Background: an optimization exercise with open tools, aiming at small area, a short achievable clock period and few clock cycles per item. Do not read the settings as production practice.
At most, simulation tests tie the RTL to the original design; equivalence was not proved.

==> run C: inputs <==
Design math_expression_tokenizer, start of the top module:
module math_expression_tokenizer #(
	parameter int MANTISSA_BITS = 48,
	parameter int DEPTH_BITS = 8
) (
	input  logic clk,
	input  logic arst_n,
	input  logic chars_valid,
	output logic chars_ready,
	input  logic [7:0] chars_character,
	output logic tokens_valid,
	input  logic tokens_ready,
	output logic [4:0] tokens_token_kind,
	output logic [47:0] tokens_number_mantissa,
	output logic [3:0] tokens_fraction_digits,
	output logic [1:0] tokens_status,
	output logic tokens_last,
	input  logic cfg_valid,
	output logic cfg_ready,
	input  logic cfg_comma_decimal_mark
);
make LEC_CHECK=0 ABC_AREA=1 CAP_MARGIN=20 CORE_MARGIN=2 CORE_UTILIZATION=40 SETUP_SLACK_MARGIN=1.5 SLEW_MARGIN=20 finish   # period 5.3 ns
run.sh (not shown) runs the stock make flow with config.mk's settings and CLKGATE_MAP_FILE= SYNTH_SCRIPT=/design/flow/synth_recipe.tcl, a recipe that flattens the netlist after the stock synthesis.
==> inputs of run M, as changes to run C <==
--- a/flow/design.v
+++ b/flow/design.v
@@ -58,15 +58,17 @@
 	localparam logic [4:0] W_X     = 5'd25;
 	localparam logic [4:0] W_T     = 5'd26;
 	localparam logic [4:0] W_THE   = 5'd27;
 	localparam logic [4:0] W_THET  = 5'd28;
 	localparam logic [4:0] W_A     = 5'd29;
 	localparam logic [4:0] W_AB    = 5'd30;
 	localparam logic [4:0] W_P     = 5'd31;
-	localparam logic [MANTISSA_BITS-1:0] ACC_TOP = {MANTISSA_BITS{1'b1}} / 10;
+	localparam logic [1:0] CMP_EQ = 2'd0;
+	localparam logic [1:0] CMP_LT = 2'd1;
+	localparam logic [1:0] CMP_GT = 2'd2;
 	function automatic logic [4:0] word_start(input logic [7:0] ch);
 		case (ch)
 			"s": word_start = W_S;
 			"c": word_start = W_C;
 			"t": word_start = W_T;
 			"a": word_start = W_A;
 			"p": word_start = W_P;
@@ -94,14 +96,16 @@
 			W_P:    if (ch == "i") word_next = W_PI;
 			default: word_next = W_DEAD;
 		endcase
 	endfunction
 	logic [4:0]               st_q, st_n;
 	logic [MANTISSA_BITS-1:0] acc_q, acc_n;
 	logic [3:0]               frac_q, frac_n;
+	logic [3:0]               len_q, len_n, len_s, len_d, top_dig;
+	logic [1:0]               cmp_q, cmp_n, cmp_s, cmp_d;
 	logic [DEPTH_BITS-1:0]    depth_q, depth_n;
 	logic                     neg_q, neg_n;
 	logic [1:0]               var_q, var_n, v;
 	logic                     mixed_q, mixed_n;
 	logic is_dig, is_alp, is_sp, is_zero, is_word, is_kw, two_push, room, fall;
 	logic [3:0] dig;
 	logic [MANTISSA_BITS+3:0] wide;
@@ -112,49 +116,81 @@
 	assign is_sp   = c == " " || (c >= 8'd9 && c <= 8'd13);
 	assign is_zero = c == 8'd0;
 	assign is_word = st_q[4] || st_q[3];
 	assign is_kw   = st_q[4] && st_q[3:0] >= 4'd1 && st_q[3:0] <= 4'd10;
 	assign v       = st_q[1:0] + 2'd1;
 	assign wide = ({4'b0, acc_q} << 3) + ({4'b0, acc_q} << 1)
 		+ {{MANTISSA_BITS{1'b0}}, dig};
-	assign over = acc_q > ACC_TOP || (acc_q == ACC_TOP && dig > 4'd5);
+	assign over = len_q == 4'd15 || (len_q == 4'd14
+		&& (cmp_q == CMP_GT || (cmp_q == CMP_EQ && dig > 4'd5)));
+	always_comb begin
+		case (len_q)
+			4'd0:  top_dig = 4'd2;
+			4'd1:  top_dig = 4'd8;
+			4'd2:  top_dig = 4'd1;
+			4'd3:  top_dig = 4'd4;
+			4'd4:  top_dig = 4'd7;
+			4'd5:  top_dig = 4'd4;
+			4'd6:  top_dig = 4'd9;
+			4'd7:  top_dig = 4'd7;
+			4'd8:  top_dig = 4'd6;
+			4'd9:  top_dig = 4'd7;
+			4'd10: top_dig = 4'd1;
+			4'd11: top_dig = 4'd0;
+			4'd12: top_dig = 4'd6;
+			4'd13: top_dig = 4'd5;
+			default: top_dig = 4'd5;
+		endcase
+	end
+	assign len_s = (len_q == 4'd0 && dig == 4'd0) ? 4'd0 : len_q + 4'd1;
+	assign cmp_s = (len_q == 4'd0 && dig == 4'd0) ? CMP_EQ
+		: cmp_q != CMP_EQ ? cmp_q
+		: dig > top_dig ? CMP_GT : dig < top_dig ? CMP_LT : CMP_EQ;
+	assign len_d = dig == 4'd0 ? 4'd0 : 4'd1;
+	assign cmp_d = dig == 4'd0 ? CMP_EQ : dig > 4'd2 ? CMP_GT : dig < 4'd2 ? CMP_LT : CMP_EQ;
 	assign two_push = is_word || st_q == S_NUMI || st_q == S_NUMF;
 	assign room = two_push ? room0 : room1;
 	assign go = valid && room
 		&& !(is_dig && (st_q == S_IDLE || st_q == S_MARK) && num_held);
 	assign acc = acc_q;
 	assign frac = frac_q;
 	always_comb begin
-		st_n = st_q; acc_n = acc_q; frac_n = frac_q;
+		st_n = st_q; acc_n = acc_q; frac_n = frac_q; len_n = len_q; cmp_n = cmp_q;
 		depth_n = depth_q; neg_n = neg_q; var_n = var_q; mixed_n = mixed_q;
 		push_a = 1'b0; kind_a = 5'd0;
 		push_b = 1'b0; kind_b = 5'd0; status_b = ST_OK;
 		fall = 1'b1;
 		if (st_q == S_NUMI || st_q == S_NUMF) begin
 			if (is_dig) begin
 				fall = 1'b0;
 				if (st_q == S_NUMI) begin
 					acc_n = over ? '1 : wide[MANTISSA_BITS-1:0];
+					len_n = over ? 4'd15 : len_s;
+					cmp_n = over ? CMP_EQ : cmp_s;
 				end else if (!over && frac_q != 4'd15) begin
 					acc_n = wide[MANTISSA_BITS-1:0];
 					frac_n = frac_q + 4'd1;
+					len_n = len_s;
+					cmp_n = cmp_s;
 				end
 			end else if (is_mark && st_q == S_NUMI) begin
 				fall = 1'b0;
 				st_n = S_NUMF;
 			end else begin
 				push_a = 1'b1;
 				st_n = S_IDLE;
 			end
 		end else if (st_q == S_MARK) begin
 			if (is_dig) begin
 				fall = 1'b0;
 				st_n = S_NUMF;
 				acc_n = {{(MANTISSA_BITS-4){1'b0}}, dig};
 				frac_n = 4'd1;
+				len_n = len_d;
+				cmp_n = cmp_d;
 			end else begin
 				st_n = S_ERRS;
 			end
 		end else if (is_word) begin
 			if (is_alp || is_dig) begin
 				fall = 1'b0;
 				st_n = word_next(st_q, c);
@@ -183,14 +219,16 @@
 				depth_n = '0; neg_n = 1'b0; var_n = 2'd0; mixed_n = 1'b0;
 			end else if (st_n != S_ERRS && st_n != S_ERRK) begin
 				if (is_sp) begin
 				end else if (is_dig) begin
 					st_n = S_NUMI;
 					acc_n = {{(MANTISSA_BITS-4){1'b0}}, dig};
 					frac_n = 4'd0;
+					len_n = len_d;
+					cmp_n = cmp_d;
 				end else if (is_mark) begin
 					st_n = S_MARK;
 				end else if (is_alp) begin
 					st_n = word_start(c);
 				end else begin
 					push_b = 1'b1;
 					case (c)
@@ -227,14 +265,16 @@
 			mixed_q <= mixed_n;
 		end
 	end
 	always_ff @(posedge clk) begin
 		if (go) begin
 			acc_q <= acc_n;
 			frac_q <= frac_n;
+			len_q <= len_n;
+			cmp_q <= cmp_n;
 		end
 	end
 endmodule
 `timescale 1ns / 1ps
 module mxt_token_queue (
 	input  logic       clk,
 	input  logic       arst_n,
- ABC_AREA: 1 -> default
- SETUP_SLACK_MARGIN: 1.5 -> default
==> inputs of run H, as changes to run C <==
- ABC_AREA: 1 -> default
- ABC_CLOCK_PERIOD_IN_PS: default -> 2000
- SETUP_SLACK_MARGIN: 1.5 -> default
==> notes <==
The highest sequential share of layout area belongs to run M, the lowest to run C.
Synthesized cell count: run H < run M < run C.
Of run M and run C, run C has the higher worst setup slack (gap 0.66 ns).
Between run H and run C, the lower register-to-register slack is in run H (gap 0.94 ns).
Against run M, the hold slack of run H is better by 0.0012 ns.
Between run H and run C, the lower final cell count is in run H (gap 36%, measured against run C).
Against run C, the cell area of run M is lower by 11%.
==> figures <==
quantity                                                              run C            run H            run M
Number of standard-cell rows in the floorplan                            64               59               60
Met1 GRT Util                                                        36.12%           32.01%           30.14%
Fill cell count                                                        3338             2563             2622
Clock insertion delay at the later pin of the skew report           0.37 ns          0.38 ns          0.43 ns
Launch instance of the worst register-to-register path              r0_c[3]  u_lexer.st_q[0]  u_lexer.st_q[1]
1st-pass router iterations                                                6                5                6
Fraction of layout instances using a drive strength above 1          4.062%           7.560%           7.416%
Sum of met2 wire segment lengths after detailed routing            19.89 mm         14.97 mm         15.64 mm
Count of state elements after synthesis                                 106              106              116
Fraction of synthesized cell area in xor and xnor cells              2.299%           4.122%           4.029%
Non-clock buffer share of cell area                                  5.875%           7.652%           7.072%
Result of the run                                            finished clean   finished clean   finished clean
Inserted Clock Buffers                                                    9                9               17
Testbench counts of run C, summed over its fixed seeds: cycles 45,710, chars 45,683.
Testbench counts of run H, summed over its fixed seeds: cycles 45,710, chars 45,683.
The RTL of run M was laid out without a check of its function.

==> separate check: timing with driven ports <==
No port has a modelled driver above. Below, the same layouts with a new extraction and two added sets of constraints.
Step 1: set_driving_cell puts a clkbuf_16 on clk and a buf_2 on each other input, an assumption about the parent block.
Step 2 also shifts input and output timing later by t, the mid clock arrival at the registers, as if the neighbouring blocks saw the same clock.
Three values: ideal, step 1, step 2; two values: the first two.
run	t (ns)	setup WS [ns]	worst setup path after step 2	clock arrival spread, ns	pins driven straight from the clock port
run C	0.409	1.775 / 1.775 / 1.403	input to register	0.020 / 0.020	1
run M	0.474	1.111 / 1.086 / 1.111	register to register	0.020 / 0.020	1
run H	0.418	0.836 / 0.836 / 0.836	register to register	0.015 / 0.015	1
After both steps setup and hold are still met in every run listed. For run C, which loses most, drivers alone change the setup slack by 0.000 ns; drivers and shift together by -0.372 ns.
